This design comes from an exercise in tuning for small area and a short achievable clock period on the open sky130 flow, not from production work. Where RTL was checked, it was by simulation tests only, not by an equivalence proof against the original. Power figures rest on the tool's default switching activity, not on a simulated workload.

==> flow/design.v <==
module mem_responder_top (
    input  logic       clk,
    input  logic       rst,
    input  logic       req,
    input  logic       we,
    input  logic [7:0] addr,
    input  logic [7:0] wdata,
    output logic [7:0] rdata,
    output logic       ack,
    output logic       err,
    output logic       busy
);
    mem_responder #(.DW(8), .AW(8), .DEPTH(200), .WAIT(2)) u_resp (
        .clk(clk), .rst(rst), .req(req), .we(we), .addr(addr), .wdata(wdata),
        .rdata(rdata), .ack(ack), .err(err), .busy(busy));
endmodule

module mem_responder #(
    parameter int DW    = 8,
    parameter int AW    = 8,
    parameter int DEPTH = 256,
    parameter int WAIT  = 2
) (
    input  logic          clk,
    input  logic          rst,
    input  logic          req,
    input  logic          we,
    input  logic [AW-1:0] addr,
    input  logic [DW-1:0] wdata,
    output logic [DW-1:0] rdata,
    output logic          ack,
    output logic          err,
    output logic          busy
);
    localparam int NR = 66;      
    localparam int NG = 5;       
    logic       busy_q, ack_q, err_q;
    logic [1:0] st_q;            
    logic          wr_q, inr_q;
    logic [2:0]    tp_q;         
    logic          w1_q;         
    logic [15:0]   lo_q;
    logic [NG-1:0] gr_q;
    logic [2:0]    xr_q;
    logic [DW-1:0] wdata_q;
    logic [DW-1:0] rdata_q;
    logic [2:0] ph_q;            
    logic       ph2_q;
    logic       wp1_q, pre_q;
    logic [DW-1:0] x2 [2];       
    logic [DW-1:0] t1;           
    logic [DW-1:0] grpb [4];     
    logic [DW-1:0] grpx_q;       
    logic          a_hi, a_inr;
    logic [1:0]    a_word;
    logic [2:0]    a_tp;
    logic [15:0]   a_lo;
    logic [NG-1:0] a_gr;
    logic [2:0]    a_xr;
    assign a_hi  = (addr[7:6] == 2'b11);
    assign a_inr = !a_hi || (addr[5:3] == 3'd0);
    always_comb begin
        for (int i = 0; i < 16; i++) a_lo[i] = (addr[3:0] == 4'(i));
        for (int g = 0; g < 4; g++) a_gr[g] = !a_hi && (addr[5:4] == 2'(g));
        a_gr[4] = a_hi && (addr[5:3] == 3'd0);
        a_xr[0] = (addr[2:0] == 3'd0) || (addr[2:0] == 3'd1) || (addr[2:0] == 3'd2);
        a_xr[1] = (addr[2:0] == 3'd3) || (addr[2:0] == 3'd4) || (addr[2:0] == 3'd5);
        a_xr[2] = (addr[2:0] == 3'd6) || (addr[2:0] == 3'd7);
        if (!a_hi) a_word = addr[7:6];
        else case (addr[2:0])
            3'd0, 3'd3, 3'd6: a_word = 2'd0;
            3'd1, 3'd4, 3'd7: a_word = 2'd1;
            default:          a_word = 2'd2;
        endcase
        case (a_word)
            2'd0:    a_tp = 3'b100;
            2'd1:    a_tp = 3'b010;
            default: a_tp = 3'b001;
        endcase
    end
    logic          stage2, accessing, commit, win, preset;
    logic          at_tap_q, at_next_q;    
    logic          is2_q;                  
    logic [2:0]    xr_sel;
    logic [NR:64]  rsel;
    logic [DW-1:0] rd;
    assign rsel[64] = gr_q[4] && xr_q[0];
    assign rsel[65] = gr_q[4] && xr_q[1];
    assign rsel[66] = gr_q[4] && xr_q[2];
    assign stage2    = busy_q && !ack_q && (st_q == 2'd2);
    assign accessing = busy_q && !ack_q && (st_q == 2'd3);
    assign commit    = accessing && !rst && wr_q;
    assign win       = ((stage2 || accessing) && !rst) || wp1_q;
    assign preset    = wr_q && at_tap_q && win;
    assign xr_sel = busy_q ? xr_q : a_xr;
    logic [DW-1:0] grp_x;
    always_comb begin
        grp_x = '0;
        for (int i = 0; i < 2; i++)
            if (xr_sel[i]) grp_x = grp_x | x2[i];
        if (xr_sel[2]) grp_x = grp_x | t1;
    end
    always_comb begin
        rd = '0;
        for (int g = 0; g < NG; g++)
            if (gr_q[g]) rd = rd | (g < 4 ? grpb[g % 4] : grpx_q);
    end
    logic restore;
    logic [DW-1:0] setd_x;
    assign restore = accessing && rst;
    assign setd_x  = restore ? grpx_q : wdata_q;
    logic [2:0] ph_d, tp_d;
    logic       ph2_d, w1_d, is2_d;
    assign ph_d  = {ph_q[1], ph_q[0], !(ph_q[1] || ph_q[0])};
    assign ph2_d = !ph2_q;
    assign tp_d  = busy_q ? tp_q : a_tp;
    assign w1_d  = busy_q ? w1_q : a_word[0];
    assign is2_d = busy_q ? is2_q : (a_gr[4] && a_xr[2]);
    always_ff @(posedge clk) begin
        at_tap_q  <= is2_d ? (w1_d ^ ph2_d) : |(tp_d & ph_d);
        at_next_q <= is2_d ? !(w1_d ^ ph2_d) : |({tp_d[1:0], tp_d[2]} & ph_d);
        ph_q  <= ph_d;
        ph2_q <= !ph2_q;
        wp1_q <= commit;
        pre_q <= preset;
        grpx_q <= grp_x;
    end
    always_ff @(posedge clk) begin
        if (rst) begin
            busy_q <= 1'b0;
            ack_q  <= 1'b0;
            err_q  <= 1'b0;
            st_q   <= 2'd0;
        end else if (!busy_q) begin
            if (req) begin
                busy_q <= 1'b1;
                st_q   <= 2'd1;
            end
        end else if (!ack_q) begin
            if (st_q == 2'd3) begin
                ack_q <= 1'b1;
                err_q <= !inr_q;
                st_q  <= 2'd0;
            end else begin
                st_q <= st_q + 2'd1;
            end
        end else if (!req) begin
            busy_q <= 1'b0;
            ack_q  <= 1'b0;
            err_q  <= 1'b0;
        end
    end
    always_ff @(posedge clk) begin
        if (!busy_q) begin
            wr_q    <= we && a_inr;
            inr_q   <= a_inr;
            tp_q    <= a_tp;
            w1_q    <= a_word[0];
            is2_q   <= a_gr[4] && a_xr[2];
            lo_q    <= a_lo;
            gr_q    <= a_gr;
            xr_q    <= a_xr;
            wdata_q <= wdata;
        end
    end
    always_ff @(posedge clk) begin
        if (!ack_q && at_next_q) rdata_q <= rd;
    end
    for (genvar g = 0; g < 4; g++) begin : g_bank
        mem_responder_bank #(.DW(DW)) u_bank (
            .clk(clk), .idle(!busy_q), .a_lo(a_lo), .lo_q(lo_q),
            .pre(preset && gr_q[g]), .set(pre_q && gr_q[g]), .restore(restore),
            .wdata_q(wdata_q), .grp_q(grpb[g]));
    end
    for (genvar i = 0; i < 2; i++) begin : g_xring
        mem_responder_ring3 #(.DW(DW)) u_ring (
            .clk(clk), .pre(preset && rsel[64 + i]), .set(pre_q && rsel[64 + i]),
            .nd(~setd_x), .tap(x2[i]));
    end
    mem_responder_ring2 #(.DW(DW)) u_ring2 (
        .clk(clk), .pre(preset && rsel[NR]), .set(pre_q && rsel[NR]), .nd(~setd_x), .tap(t1));
    assign rdata = rdata_q;
    assign ack   = ack_q;
    assign err   = err_q;
    assign busy  = busy_q;
endmodule
module mem_responder_bank #(
    parameter int DW = 8
) (
    input  logic          clk,
    input  logic          idle,
    input  logic [15:0]   a_lo,
    input  logic [15:0]   lo_q,
    input  logic          pre,
    input  logic          set,
    input  logic          restore,
    input  logic [DW-1:0] wdata_q,
    output logic [DW-1:0] grp_q
);
    logic [DW-1:0] tap [16];
    logic [DW-1:0] setd, grp_d;
    logic [15:0]   lo_sel;
    assign setd   = restore ? grp_q : wdata_q;
    assign lo_sel = idle ? a_lo : lo_q;
    for (genvar i = 0; i < 16; i++) begin : g_ring
        mem_responder_ring3 #(.DW(DW)) u_ring (
            .clk(clk), .pre(pre && lo_q[i]), .set(set && lo_q[i]), .nd(~setd), .tap(tap[i]));
    end
    always_comb begin
        grp_d = '0;
        for (int i = 0; i < 16; i++)
            if (lo_sel[i]) grp_d = grp_d | tap[i];
    end
    always_ff @(posedge clk) grp_q <= grp_d;
endmodule
module mem_responder_ring3 #(
    parameter int DW = 8
) (
    input  logic          clk,
    input  logic          pre,
    input  logic          set,
    input  logic [DW-1:0] nd,
    output logic [DW-1:0] tap
);
    logic [DW-1:0] q0, q1, q2;
    always_ff @(posedge clk) begin
        q0 <= ~(q2 | {DW{pre}});
        q1 <= ~(q0 | ({DW{set}} & nd));
        q2 <= q1;
    end
    assign tap = q2;
endmodule
module mem_responder_ring2 #(
    parameter int DW = 8
) (
    input  logic          clk,
    input  logic          pre,
    input  logic          set,
    input  logic [DW-1:0] nd,
    output logic [DW-1:0] tap
);
    logic [DW-1:0] q0, q1;
    always_ff @(posedge clk) begin
        q0 <= ~(q1 | {DW{pre}});
        q1 <= ~(q0 | ({DW{set}} & nd));
    end
    assign tap = q1;
endmodule
export LEC_CHECK = 0
export ABC_CLOCK_PERIOD_IN_PS = 2200
export CAP_MARGIN = 20
export CORE_MARGIN = 2
export CORE_UTILIZATION = 70
export CTS_BUF_LIST = sky130_fd_sc_hd__clkbuf_16
export CTS_CLUSTER_DIAMETER = 60
export CTS_CLUSTER_SIZE = 24
export SETUP_SLACK_MARGIN = 2.3
export SLEW_MARGIN = 20
export SYNTH_HIERARCHICAL = 1
export TNS_END_PERCENT = 10
create_clock -name core_clock -period 4.5 [get_ports {clk}]
standard.sh (not shown) runs the stock make flow with config.mk's settings and CLKGATE_MAP_FILE= SYNTH_SCRIPT=/design/flow/synth_recipe.tcl, a recipe that flattens the netlist after the stock synthesis.
==> flow/flow/run.sh <==
#!/bin/bash
# Standard ORFS layout (the standard.sh), with the port buffers made of buf_4 cells
# instead of whatever buffer_ports picks by default (it has been picking delay cells).
set -euo pipefail
bash standard.sh finish 'BUFFER_PORTS_ARGS=-buffer_cell sky130_fd_sc_hd__buf_4' > make_finish.log 2>&1
Rerun with:
--- a/flow/design.v
+++ b/flow/design.v
@@ -78,23 +78,25 @@
             default: a_tp = 3'b001;
         endcase
     end
     logic          stage2, accessing, commit, win, preset;
     logic          at_tap_q, at_next_q;    
     logic          is2_q;                  
+    logic [15:0]   lo_sel;
     logic [2:0]    xr_sel;
     logic [NR:64]  rsel;
     logic [DW-1:0] rd;
     assign rsel[64] = gr_q[4] && xr_q[0];
     assign rsel[65] = gr_q[4] && xr_q[1];
     assign rsel[66] = gr_q[4] && xr_q[2];
     assign stage2    = busy_q && !ack_q && (st_q == 2'd2);
     assign accessing = busy_q && !ack_q && (st_q == 2'd3);
     assign commit    = accessing && !rst && wr_q;
     assign win       = ((stage2 || accessing) && !rst) || wp1_q;
     assign preset    = wr_q && at_tap_q && win;
+    assign lo_sel = busy_q ? lo_q : a_lo;
     assign xr_sel = busy_q ? xr_q : a_xr;
     logic [DW-1:0] grp_x;
     always_comb begin
         grp_x = '0;
         for (int i = 0; i < 2; i++)
             if (xr_sel[i]) grp_x = grp_x | x2[i];
@@ -165,13 +167,13 @@
     end
     always_ff @(posedge clk) begin
         if (!ack_q && at_next_q) rdata_q <= rd;
     end
     for (genvar g = 0; g < 4; g++) begin : g_bank
         mem_responder_bank #(.DW(DW)) u_bank (
-            .clk(clk), .idle(!busy_q), .a_lo(a_lo), .lo_q(lo_q),
+            .clk(clk), .lo_sel(lo_sel), .lo_q(lo_q),
             .pre(preset && gr_q[g]), .set(pre_q && gr_q[g]), .restore(restore),
             .wdata_q(wdata_q), .grp_q(grpb[g]));
     end
     for (genvar i = 0; i < 2; i++) begin : g_xring
         mem_responder_ring3 #(.DW(DW)) u_ring (
             .clk(clk), .pre(preset && rsel[64 + i]), .set(pre_q && rsel[64 + i]),
@@ -185,26 +187,23 @@
     assign busy  = busy_q;
 endmodule
 module mem_responder_bank #(
     parameter int DW = 8
 ) (
     input  logic          clk,
-    input  logic          idle,
-    input  logic [15:0]   a_lo,
+    input  logic [15:0]   lo_sel,
     input  logic [15:0]   lo_q,
     input  logic          pre,
     input  logic          set,
     input  logic          restore,
     input  logic [DW-1:0] wdata_q,
     output logic [DW-1:0] grp_q
 );
     logic [DW-1:0] tap [16];
     logic [DW-1:0] setd, grp_d;
-    logic [15:0]   lo_sel;
     assign setd   = restore ? grp_q : wdata_q;
-    assign lo_sel = idle ? a_lo : lo_q;
     for (genvar i = 0; i < 16; i++) begin : g_ring
         mem_responder_ring3 #(.DW(DW)) u_ring (
             .clk(clk), .pre(pre && lo_q[i]), .set(set && lo_q[i]), .nd(~setd), .tap(tap[i]));
     end
     always_comb begin
         grp_d = '0;
Effect: The changed run completed with no timing, DRC or antenna violations; die area falls by 0.59%; power falls by about 0.33%; final cell count is about the same; final area falls by 1.7%; area after synthesis falls by about 0.6%; core utilization falls by 1.1 points; non-clock buffer count rises by 18; via count barely changes; setup slack loses 0.11 ns; hold slack gains 0.0055 ns.
For the second run of this note, only the layout was checked, not whether the RTL still works.

-- port drivers added, routing unchanged --
Ports are ideal in the flow. The routed layouts listed here were re-timed in OpenROAD. Step 1, drivers: a clkbuf_16 drives clk and a buf_2 each remaining input, both assumed. Step 2 moves the port delays by t, midway between the first and last clock arrival at a register: inputs arrive t later, outputs are due t later. That takes back most of the time a late clock gives input paths. Slacks: ideal ports / drivers / drivers and shift; pairs: ideal ports / drivers.
run	shift t [ns]	slack for setup (ns)	hold slack, ns	worst setup path at the end	pins driven straight from the clock port
the first run	0.728	2.232 / 2.163 / 1.505	0.316 / 0.316 / 0.316	input to register	1
the second run	0.726	2.120 / 2.120 / 1.494	0.321 / 0.321 / 0.321	input to register	1
After both steps every run listed still meets setup and hold. The setup slack of the first run, which loses most, moves by -0.069 ns with the drivers and by -0.727 ns with both steps.
